This is an optimization exercise on Yosys and OpenROAD, whose aim is small area and a short achievable clock period, not a production implementation.
Function was checked by simulation only, so behaviour that the tests miss may differ from the original.

==> inputs of run a <==
Design ex_stage, start of the top module:
module ex_stage (
  input  wire logic                     clock,
  input  wire logic                     reset,
  input  wire logic [64-1:0]    alu_npc,
  input  wire ex_pkg::ex_ir_t           alu_ir,
  input  wire logic [64-1:0]    alu_rega,
  input  wire logic [64-1:0]    alu_regb,
  input  wire logic [6-1:0] alu_dest,
  input  wire logic [2-1:0]     alu_opa_select,
  input  wire logic [2-1:0]     alu_opb_select,
  input  wire logic [5-1:0]    alu_func,
  input  wire logic                     rd_mem,
  input  wire logic                     wr_mem,
  input  wire logic                     cond_branch,
  input  wire logic                     uncond_branch,
  input  wire logic                     alu_valid,
  input  wire logic [64-1:0]    mul_npc,
  input  wire ex_pkg::ex_ir_t           mul_ir,
  input  wire logic [64-1:0]    mul_rega,
  input  wire logic [64-1:0]    mul_regb,
  input  wire logic [6-1:0] mul_dest,
  input  wire logic [2-1:0]     mul_opa_select,
  input  wire logic [2-1:0]     mul_opb_select,
  input  wire logic                     mul_valid,
  output logic      [64-1:0]    alu_npc_out,
  output logic      [64-1:0]    alu_result_out,
  output logic      [64-1:0]    take_branch_target,
  output logic                          take_branch,
  output logic                          rd_mem_out,
  output logic                          wr_mem_out,
  output logic                          alu_valid_out,
  output logic      [6-1:0] alu_dest_out,
  output logic      [64-1:0]    mul_npc_out,
  output logic      [64-1:0]    mul_product,
  output logic                          mul_valid_out,
  output logic      [6-1:0] mul_dest_out
);
export LEC_CHECK = 0
export ABC_CLOCK_PERIOD_IN_PS = 6000
export CAP_MARGIN = 20
export CORE_MARGIN = 2
export CORE_UTILIZATION = 50
export SETUP_SLACK_MARGIN = 3.0
export SLEW_MARGIN = 20
export SYNTH_HIERARCHICAL = 1
create_clock -name core_clock -period 10.0 [get_ports {clock}]
standard.sh (not shown) runs the stock make flow with config.mk's settings and CLKGATE_MAP_FILE= SYNTH_SCRIPT=/design/flow/synth_recipe.tcl, a recipe that flattens the netlist after the stock synthesis.
==> flow/flow/run.sh <==
#!/bin/bash
# The standard layout (standard.sh), with two changes:
# - the buffers that buffer_ports puts on every input and output port are
#   plain buf_1 cells (timing repair still upsizes the ones on critical paths)
#   instead of the larger delay-buffer cell it picks by default;
# - before floorplanning, flow/downsize.tcl downsizes the booth selector cells
#   that synthesis oversized.
set -euo pipefail
here=$(pwd)
export BUFFER_PORTS_ARGS="-buffer_cell sky130_fd_sc_hd__buf_1"
export PRE_FLOORPLAN_TCL="$here/flow/downsize.tcl"
bash standard.sh > standard.log 2>&1
==> flow/flow/downsize.tcl <==
set db [ord::get_db]
set small [$db findMaster sky130_fd_sc_hd__a22oi_1]
set n 0
foreach inst [[ord::get_db_block] getInsts] {
  if { [[$inst getMaster] getName] eq "sky130_fd_sc_hd__a22oi_2" } {
    $inst swapMaster $small
    incr n
  }
}
puts "downsize.tcl: swapped $n a22oi_2 cells for a22oi_1"
==> inputs of run b, as changes to run a <==
Settings changed: CORE_UTILIZATION 50 to 65.
==> comparison <==
- Run a passed the timing, DRC and antenna checks. Run b ended with an error in global routing (5_1_grt) (GRT-0116).
- Synthesized cell count is the same in run a and run b.


==> branch amber <==
ex_stage, a different RTL version from the one above (not shown whole).
export LEC_CHECK = 0
export ABC_CLOCK_PERIOD_IN_PS = 6000
export CAP_MARGIN = 20
export CORE_MARGIN = 2
export CORE_UTILIZATION = 55
export CTS_BUF_LIST = sky130_fd_sc_hd__clkbuf_4 sky130_fd_sc_hd__clkbuf_8
export SETUP_SLACK_MARGIN = 3.5
export SLEW_MARGIN = 20
export SYNTH_HIERARCHICAL = 1
export TNS_END_PERCENT = 0
create_clock -name core_clock -period 10.0 [get_ports {clock}]
==> flow/flow/run.sh <==
#!/bin/bash
# The standard layout (standard.sh), with two changes:
# - the buffers that buffer_ports puts on every input and output port are
#   plain buf_1 cells (timing repair still upsizes the ones on critical paths)
#   instead of the larger delay-buffer cell it picks by default;
# - before floorplanning, flow/downsize.tcl downsizes the booth selector cells
#   that synthesis oversized;
# - before pin placement, flow/io.tcl keeps the integer lane's ports together
#   on two edges.
set -euo pipefail
here=$(pwd)
export BUFFER_PORTS_ARGS="-buffer_cell sky130_fd_sc_hd__buf_1"
export PRE_FLOORPLAN_TCL="$here/flow/downsize.tcl"
export PRE_IO_PLACEMENT_TCL="$here/flow/io.tcl"
bash standard.sh > standard.log 2>&1
==> flow/flow/io.tcl <==
# Run before place_pins (PRE_IO_PLACEMENT_TCL): keep the integer lane's ports
# together on the left edge and the left part of the bottom edge, so that its
# combinational paths from input ports to output ports stay short. The
# multiply lane's ports, whose paths start or end at registers, take the rest.
proc ports_matching { patterns } {
  set names {}
  foreach p $patterns {
    foreach port [get_ports $p] {
      lappend names [get_full_name $port]
    }
  }
  return $names
}
set die [[ord::get_db_block] getDieArea]
set w [expr { [ord::dbu_to_microns [$die dx]] }]
set left_pins [ports_matching {alu_rega[*] alu_regb[*] alu_result_out[*] take_branch_target[*]}]
set bottom_pins [ports_matching {alu_npc[*] alu_ir[*] alu_dest[*] alu_opa_select[*] alu_opb_select[*]
  alu_func[*] rd_mem wr_mem cond_branch uncond_branch alu_valid
  alu_npc_out[*] take_branch rd_mem_out wr_mem_out alu_valid_out alu_dest_out[*]}]
set_io_pin_constraint -pin_names $left_pins -region left:*
set_io_pin_constraint -pin_names $bottom_pins -region bottom:0-[expr { int($w * 0.6) }]
puts "io.tcl: [llength $left_pins] ports on the left edge, [llength $bottom_pins] on the bottom edge up to [expr { int($w * 0.6) }] um"
Scripts as last shown in full above: flow/flow/downsize.tcl
==> inputs of branch yarrow, as changes to branch amber <==
--- a/flow/design.v
+++ b/flow/design.v
@@ -83,76 +83,62 @@
   output logic                          take_branch
 );
   localparam int W = 64;
   logic [W-1:0] opa, opb, opbx, sum;
   logic         sub, cout;
-  logic [W-1:0] rest_rn, rest_tn;   
+  logic [W-1:0] rest_r, rest_t;     
   logic [W-1:0] sh_out;             
+  logic [W-1:0] shv_r, shv_t;       
   logic         sr_r, sr_t, sl_r, sl_t;
   logic         add_r, add_t;       
   logic         ltu_r, ltu_t;       
   logic         brcond;
   logic [W-1:0] mem_disp, br_disp, alu_imm;
   logic [3:0]   ea [0:7];    
   logic [3:0]   eb [0:7];
   logic [7:0]   subg;        
-  logic [7:0]   subn;        
-  logic [7:0]   ir20x;       
-  logic [W-1:0] regbx, immx, brx, kx;    
   assign mem_disp = {{(W-16){ir.mem.disp[15]}}, ir.mem.disp};
   assign br_disp  = {{(W-23){ir.br.disp[20]}}, ir.br.disp, 2'b00};
   assign alu_imm  = {{(W-8){1'b0}}, ir.opr.lit};
   for (genvar g = 0; g < 8; g++)
   begin : g_lane
     sel_dec da (.s(opa_select), .e(ea[g]));
     sel_dec db (.s(opb_select), .e(eb[g]));
-    sub_dec ds (.f0(func[0]), .f3(func[3]), .sub(subg[g]), .subn(subn[g]));
-    ks_xor  xs (.a(ir.br.disp[20]), .b(subg[g]), .y(ir20x[g]));
-  end
-  for (genvar i = 0; i < W; i++)
-  begin : g_opbx
-    ks_xor xr (.a(regb[i]), .b(subg[i/8]), .y(regbx[i]));
-    if (i < 8) begin : g_imm
-      ks_xor xi (.a(alu_imm[i]), .b(subg[i/8]), .y(immx[i]));
-    end else begin : g_imm0
-      assign immx[i] = subg[i/8];
-    end
-    if (i < 2) begin : g_br0
-      assign brx[i] = subg[i/8];
-    end else if (i < 23) begin : g_br
-      ks_xor xb (.a(br_disp[i]), .b(subg[i/8]), .y(brx[i]));
-    end else begin : g_brs
-      assign brx[i] = ir20x[i/8];
-    end
-    assign kx[i] = ((64'hbaadbeefdeadbeef >> i) & 1) ? subn[i/8] : subg[i/8];
-    op_bit4 bx (.d0(regbx[i]), .d1(immx[i]), .d2(brx[i]), .d3(kx[i]), .e(eb[i/8]), .y(opbx[i]));
+    sub_dec ds (.f0(func[0]), .f3(func[3]), .sub(subg[g]));
   end
   for (genvar i = 0; i < W; i++)
   begin : g_op
     op_bit #(.C3(i >= 2 ? 1 : 0), .Z1(0), .Z2(0))
       a (.d0(rega[i]), .d1(mem_disp[i]), .d2(npc[i]), .e(ea[i/8]), .y(opa[i]));
     op_bit #(.C3((64'hbaadbeefdeadbeef >> i) & 1), .Z1(i >= 8 ? 1 : 0), .Z2(i < 2 ? 1 : 0))
       b (.d0(regb[i]), .d1(alu_imm[i]), .d2(br_disp[i]), .e(eb[i/8]), .y(opb[i]));
   end
   assign sub = subg[0];
+  for (genvar i = 0; i < W; i++)
+  begin : g_bx
+    ks_xor x (.a(opb[i]), .b(subg[i/8]), .y(opbx[i]));
+  end
   ks_add64 add (.a(opa), .b(opbx), .cin(sub), .sum(sum), .cout(cout));
   alu_shift sh (.a(opa), .shamt(opb[5:0]), .func(func), .y(sh_out));
   alu_rest rest (.opa(opa), .opb(opb), .npc(npc), .func(func), .valid(valid),
                  .uncond_branch(uncond_branch),
-                 .rest_rn(rest_rn), .rest_tn(rest_tn), .add_r(add_r), .add_t(add_t),
+                 .rest_r(rest_r), .rest_t(rest_t), .add_r(add_r), .add_t(add_t),
                  .ltu_r(ltu_r), .ltu_t(ltu_t),
                  .sr_r(sr_r), .sr_t(sr_t), .sl_r(sl_r), .sl_t(sl_t));
-  res_bit0 r0 (.s(sum[0]), .sel(add_r), .c(cout), .csel(ltu_r), .a(sh_out[0]), .ga(sr_r),
-               .b(sh_out[W-1]), .gb(sl_r), .on(rest_rn[0]), .y(result_out[0]));
-  res_bit0 t0 (.s(sum[0]), .sel(add_t), .c(cout), .csel(ltu_t), .a(sh_out[0]), .ga(sr_t),
-               .b(sh_out[W-1]), .gb(sl_t), .on(rest_tn[0]), .y(target_out[0]));
+  for (genvar i = 0; i < W; i++)
+  begin : g_sh
+    sh_pick r (.a(sh_out[i]), .ga(sr_r), .b(sh_out[W-1-i]), .gb(sl_r), .y(shv_r[i]));
+    sh_pick t (.a(sh_out[i]), .ga(sr_t), .b(sh_out[W-1-i]), .gb(sl_t), .y(shv_t[i]));
+  end
+  res_bit0 r0 (.s(sum[0]), .sel(add_r), .c(cout), .csel(ltu_r), .h(shv_r[0]), .o(rest_r[0]),
+               .y(result_out[0]));
+  res_bit0 t0 (.s(sum[0]), .sel(add_t), .c(cout), .csel(ltu_t), .h(shv_t[0]), .o(rest_t[0]),
+               .y(target_out[0]));
   for (genvar i = 1; i < W; i++)
   begin : g_res
-    res_bit r (.s(sum[i]), .sel(add_r), .a(sh_out[i]), .ga(sr_r), .b(sh_out[W-1-i]), .gb(sl_r),
-               .on(rest_rn[i]), .y(result_out[i]));
-    res_bit t (.s(sum[i]), .sel(add_t), .a(sh_out[i]), .ga(sr_t), .b(sh_out[W-1-i]), .gb(sl_t),
-               .on(rest_tn[i]), .y(target_out[i]));
+    res_bit r (.s(sum[i]), .sel(add_r), .h(shv_r[i]), .o(rest_r[i]), .y(result_out[i]));
+    res_bit t (.s(sum[i]), .sel(add_t), .h(shv_t[i]), .o(rest_t[i]), .y(target_out[i]));
   end
   alu_brcond br (.rega(rega), .cond(ir.br.opcode[2:0]), .brcond(brcond));
   assign take_branch = valid & (uncond_branch | (cond_branch & brcond));
 endmodule
 module alu_shift (
@@ -161,33 +147,28 @@
   input  wire logic [5-1:0] func,
   output logic      [64-1:0] y
 );
   localparam int W = 64;
   logic         left, fill;
-  logic [7:0]   s1;         
-  logic [3:0]   s4, s16;
-  logic [W-1:0] y1, y4;
+  logic [3:0]   s1, s4, s16;
+  logic [W-1:0] x, y1, y4;
   assign left = func[0];
   assign fill = func[1] & a[W-1];
   for (genvar k = 0; k < 4; k++)
   begin : g_dec
-    assign s1[k]   = ~left & (shamt[1:0] == k);
-    assign s1[4+k] =  left & (shamt[1:0] == k);
-    assign s4[k]   = (shamt[3:2] == k);
-    assign s16[k]  = (shamt[5:4] == k);
+    assign s1[k]  = (shamt[1:0] == k);
+    assign s4[k]  = (shamt[3:2] == k);
+    assign s16[k] = (shamt[5:4] == k);
   end
   for (genvar i = 0; i < W; i++)
   begin : g_bit
-    sh_ao8 l1 (.d({i + 3 < W ? a[W-1-(i+3)] : fill,
-                   i + 2 < W ? a[W-1-(i+2)] : fill,
-                   i + 1 < W ? a[W-1-(i+1)] : fill,
-                   a[W-1-i],
-                   i + 3 < W ? a[i+3] : fill,
-                   i + 2 < W ? a[i+2] : fill,
-                   i + 1 < W ? a[i+1] : fill,
-                   a[i]}),
-               .e(s1), .y(y1[i]));
+    sh_mux2 r (.a(a[i]), .b(a[W-1-i]), .s(left), .y(x[i]));
+    sh_ao4 l1 (.a0(x[i]),
+               .a1(i + 1 < W ? x[i+1] : fill),
+               .a2(i + 2 < W ? x[i+2] : fill),
+               .a3(i + 3 < W ? x[i+3] : fill),
+               .s(s1), .y(y1[i]));
     sh_ao4 l4 (.a0(y1[i]),
                .a1(i + 4 < W ? y1[i+4] : fill),
                .a2(i + 8 < W ? y1[i+8] : fill),
                .a3(i + 12 < W ? y1[i+12] : fill),
                .s(s4), .y(y4[i]));
@@ -196,16 +177,15 @@
                 .a2(i + 32 < W ? y4[i+32] : fill),
                 .a3(i + 48 < W ? y4[i+48] : fill),
                 .s(s16), .y(y[i]));
   end
 endmodule
-module sh_ao8 (
-  input  wire logic [7:0] d,
-  input  wire logic [7:0] e,    
-  output logic            y
+module sh_mux2 (
+  input  wire logic a, b, s,
+  output logic      y
 );
-  assign y = |(d & e);
+  assign y = s ? b : a;
 endmodule
 module sh_ao4 (
   input  wire logic       a0, a1, a2, a3,
   input  wire logic [3:0] s,    
   output logic            y
@@ -217,12 +197,12 @@
   input  wire logic [64-1:0] opb,
   input  wire logic [64-1:0] npc,
   input  wire logic [5-1:0] func,
   input  wire logic                  valid,
   input  wire logic                  uncond_branch,
-  output logic      [64-1:0] rest_rn,   
-  output logic      [64-1:0] rest_tn,   
+  output logic      [64-1:0] rest_r,    
+  output logic      [64-1:0] rest_t,    
   output logic                       add_r,
   output logic                       add_t,
   output logic                       ltu_r,     
   output logic                       ltu_t,
   output logic                       sr_r,      
@@ -264,20 +244,17 @@
   end
   assign eq        = (opa == opb);
   assign x         = opa[W-1] ^ opb[W-1];
   assign ltu_sel   = is_ult | ((is_lt | is_le) & ~x);
   assign cmp_known = ((is_lt | is_le) & x & opa[W-1]) | ((is_le | is_eq) & eq);
-  logic [W-1:0] rest_r, rest_t;
   always_comb
   begin
     rest_r = {W{valid}} & (uncond_branch ? npc : other);
     rest_t = {W{valid}} & other;
     rest_r[0] = valid & (uncond_branch ? npc[0] : (other[0] | cmp_known));
     rest_t[0] = valid & (other[0] | cmp_known);
   end
-  assign rest_rn = ~rest_r;
-  assign rest_tn = ~rest_t;
   assign add_r = valid & ~uncond_branch & is_add;
   assign add_t = valid & is_add;
   assign ltu_r = valid & ~uncond_branch & ltu_sel;
   assign ltu_t = valid & ltu_sel;
   assign sr_r  = valid & ~uncond_branch & is_sr;
@@ -346,21 +323,13 @@
   assign e[2] = (s == 2'd2);
   assign e[3] = (s == 2'd3);
 endmodule
 module sub_dec (
   input  wire logic f0, f3,
-  output logic      sub, subn
+  output logic      sub
 );
-  assign sub  = f0 | f3;
-  assign subn = ~(f0 | f3);
-endmodule
-module op_bit4 (
-  input  wire logic       d0, d1, d2, d3,
-  input  wire logic [3:0] e,
-  output logic            y
-);
-  assign y = (d0 & e[0]) | (d1 & e[1]) | (d2 & e[2]) | (d3 & e[3]);
+  assign sub = f0 | f3;
 endmodule
 module op_bit #(
   parameter int C3 = 0,
   parameter int Z1 = 0,
   parameter int Z2 = 0
@@ -389,18 +358,12 @@
 endmodule
 module ks_pg (
   input  wire logic a, b,
   output logic      p, g
 );
-  ks_xor x (.a(a), .b(b), .y(p));
-  ks_and n (.a(a), .b(b), .y(g));
-endmodule
-module ks_and (
-  input  wire logic a, b,
-  output logic      y
-);
-  assign y = a & b;
+  assign p = a ^ b;
+  assign g = a & b;
 endmodule
 module ks_pg0 (
   input  wire logic a, b, c,
   output logic      p, g
 );
@@ -431,21 +394,27 @@
   input  wire logic gh, ph, gl,
   output logic      g
 );
   assign g = ~(gh & (ph | gl));
 endmodule
+module sh_pick (
+  input  wire logic a, ga, b, gb,
+  output logic      y
+);
+  assign y = (a & ga) | (b & gb);
+endmodule
 module res_bit (
-  input  wire logic s, sel, a, ga, b, gb, on,
+  input  wire logic s, sel, h, o,
   output logic      y
 );
-  assign y = (s & sel) | (a & ga) | (b & gb) | ~on;
+  assign y = (s & sel) | h | o;
 endmodule
 module res_bit0 (
-  input  wire logic s, sel, c, csel, a, ga, b, gb, on,
+  input  wire logic s, sel, c, csel, h, o,
   output logic      y
 );
-  assign y = (s & sel) | (~c & csel) | (a & ga) | (b & gb) | ~on;
+  assign y = (s & sel) | (~c & csel) | h | o;
 endmodule
 module alu_brcond (
   input  wire logic [64-1:0] rega,
   input  wire logic [2:0]            cond,    
   output logic                       brcond
==> flow/flow/run.sh (replaced) <==
#!/bin/bash
# The standard layout (standard.sh), with these changes:
# - the buffers that buffer_ports puts on every input and output port are
#   plain buf_1 cells (timing repair still upsizes the ones on critical paths)
#   instead of the larger delay-buffer cell it picks by default;
# - before floorplanning, flow/downsize.tcl downsizes the booth selector cells
#   that synthesis oversized;
# - before pin placement, flow/io.tcl keeps the integer lane's ports together
#   on two edges;
# - every step that resizes cells first marks the delay cells don't-use
#   (flow/dontuse.tcl), so that repair cannot turn a port buffer into one.
set -euo pipefail
here=$(pwd)
export BUFFER_PORTS_ARGS="-buffer_cell sky130_fd_sc_hd__buf_1"
export PRE_FLOORPLAN_TCL="$here/flow/downsize.tcl"
export PRE_IO_PLACEMENT_TCL="$here/flow/io.tcl"
for step in GLOBAL_PLACE RESIZE DETAIL_PLACE REPAIR_TIMING_POST_PLACE CTS GLOBAL_ROUTE; do
  export PRE_${step}_TCL="$here/flow/dontuse.tcl"
done
bash standard.sh > standard.log 2>&1
==> flow/flow/dontuse.tcl (new file) <==
# Sourced at the start of each step that resizes cells: the delay cells share
# the "buf" footprint with the real buffers, and timing repair was swapping
# port buffers on critical paths for them. Keep them out of its reach.
set_dont_use [get_lib_cells {sky130_fd_sc_hd__clkdlybuf4s* sky130_fd_sc_hd__dlygate* sky130_fd_sc_hd__dlymetal*}]
--- a/flow/flow/downsize.tcl
+++ b/flow/flow/downsize.tcl
@@ -6,5 +6,6 @@
     $inst swapMaster $small
     incr n
   }
 }
 puts "downsize.tcl: swapped $n a22oi_2 cells for a22oi_1"
+source [file join [file dirname [info script]] dontuse.tcl]
Settings changed: CORE_UTILIZATION 55 to 50, SETUP_SLACK_MARGIN 3.5 to 3.0.
==> inputs of branch harbor, as changes to branch amber <==
==> flow/flow/run.sh (replaced) <==
#!/bin/bash
# The standard layout (standard.sh), with these changes:
# - the buffers that buffer_ports puts on every input and output port are
#   plain buf_1 cells (timing repair still upsizes the ones on critical paths)
#   instead of the larger delay-buffer cell it picks by default;
# - before floorplanning, flow/downsize.tcl downsizes the booth selector cells
#   that synthesis oversized;
# - before pin placement, flow/io.tcl keeps the integer lane's ports together
#   on two edges;
# - every step that resizes cells first marks the delay cells don't-use
#   (flow/dontuse.tcl), so that repair cannot turn a port buffer into one.
set -euo pipefail
here=$(pwd)
export BUFFER_PORTS_ARGS="-buffer_cell sky130_fd_sc_hd__buf_1"
export PRE_FLOORPLAN_TCL="$here/flow/downsize.tcl"
export PRE_IO_PLACEMENT_TCL="$here/flow/io.tcl"
for step in GLOBAL_PLACE RESIZE DETAIL_PLACE REPAIR_TIMING_POST_PLACE CTS GLOBAL_ROUTE; do
  export PRE_${step}_TCL="$here/flow/dontuse.tcl"
done
bash standard.sh > standard.log 2>&1
==> flow/flow/dontuse.tcl (new file) <==
# Sourced at the start of each step that resizes cells: the delay cells share
# the "buf" footprint with the real buffers, and timing repair was swapping
# port buffers on critical paths for them. Keep them out of its reach.
set_dont_use [get_lib_cells {sky130_fd_sc_hd__clkdlybuf4s* sky130_fd_sc_hd__dlygate* sky130_fd_sc_hd__dlymetal*}]
--- a/flow/flow/downsize.tcl
+++ b/flow/flow/downsize.tcl
@@ -6,5 +6,6 @@
     $inst swapMaster $small
     incr n
   }
 }
 puts "downsize.tcl: swapped $n a22oi_2 cells for a22oi_1"
+source [file join [file dirname [info script]] dontuse.tcl]
Settings changed: CORE_UTILIZATION 55 to 50, SETUP_SLACK_MARGIN 3.5 to 2.8.
==> summary of the runs <==
Of branch harbor and branch yarrow, branch yarrow has the higher non-clock buffer count (gap 135). Against branch yarrow, the clock-buffer cell count of branch harbor is higher by 12. In synthesized cell count, branch harbor and branch amber do not differ. Of branch harbor and branch yarrow, branch harbor has the higher cell area (gap 3.1%, measured against branch yarrow). In routed wire length, branch yarrow and branch harbor hardly differ. In flip-flop and latch count, branch harbor and branch yarrow do not differ. Branch amber failed in 5_1_grt on GRT-0116. Branch harbor completed without violations. Branch yarrow completed without violations. Against branch yarrow, the via count of branch harbor is higher by about 3%. Against branch yarrow, the register-to-register slack of branch harbor is higher by 0.04 ns. Area after synthesis is the same in branch harbor and branch amber. Against branch yarrow, the die area of branch harbor is higher by 2.5%.
==> figures <==
DRT Pass-1 Iters: branch yarrow 14; branch amber -; branch harbor 12
Layout-to-synthesis area ratio: branch yarrow 1.194x; branch amber -; branch harbor 1.201x
Clock-pin slew reported for the worst setup and hold paths after clock tree synthesis: branch yarrow 0.08 ns; branch amber -; branch harbor 0.07 ns
Hold Path Cell Cnt: branch yarrow 0; branch amber -; branch harbor 0
Min-delay worst type: branch yarrow reg -> reg; branch amber -; branch harbor reg -> reg
Standard cell core area: branch yarrow 0.174 sq mm; branch amber -; branch harbor 0.179 sq mm
Max Clock Skew: branch yarrow 0.116 ns; branch amber -; branch harbor 0.0876 ns
Fill count: branch yarrow 14200; branch amber -; branch harbor 15100
Iteration-0 DRC Markers: branch yarrow 14700; branch amber -; branch harbor 15600
Outcome: branch yarrow finished clean; branch amber aborted with a tool error; branch harbor finished clean
Last stage reached: branch yarrow -; branch amber 5_1_grt; branch harbor -
Num sequential: branch yarrow 1232; branch amber -; branch harbor 1232
Post-place setup slack: branch yarrow 0.998 ns; branch amber 1.04 ns; branch harbor 0.969 ns
Area after DPL: branch yarrow 0.0955 sq mm; branch amber 0.0972 sq mm; branch harbor 0.0967 sq mm
Critical R2R Capture: branch yarrow mult.row_c_q[21]; branch amber -; branch harbor mult.row_c_q[21]
Number of non-clock inverters: branch yarrow 127; branch amber -; branch harbor 126
Share of final-layout standard cells stronger than drive strength 1: branch yarrow 0.205; branch amber -; branch harbor 0.201
CP required: branch yarrow 8.00 ns; branch amber -; branch harbor 8.00 ns

-- static timing again, ports no longer ideal --
The results above use ideal ports. As a check the final layouts listed here were re-extracted and re-timed, cells and wires unchanged. Step 1 (the two cells are an assumption about what drives the block):
set clk [get_ports {clock}]
set_driving_cell -lib_cell sky130_fd_sc_hd__clkbuf_16 $clk
set_driving_cell -lib_cell sky130_fd_sc_hd__buf_2 [delete_from_list [all_inputs] $clk]
Step 2 also shifts input and output timing later by t, the mid clock arrival at the registers, as if the neighbouring blocks saw the same clock. Three values: ideal, step 1, step 2; two values: the first two.
run | t (ns) | setup WS [ns] | worst slew at a driven data input, ns
run a | 0.869 | 1.605 / 1.341 / 1.341 | 0.27
branch yarrow | 1.047 | 2.122 / 2.028 / 2.028 | 0.30
branch harbor | 1.043 | 2.340 / 2.033 / 2.033 | 0.58
After both steps every run listed still meets setup and hold. For branch harbor, which loses most, drivers alone change the setup slack by -0.307 ns; drivers and shift together by -0.307 ns.
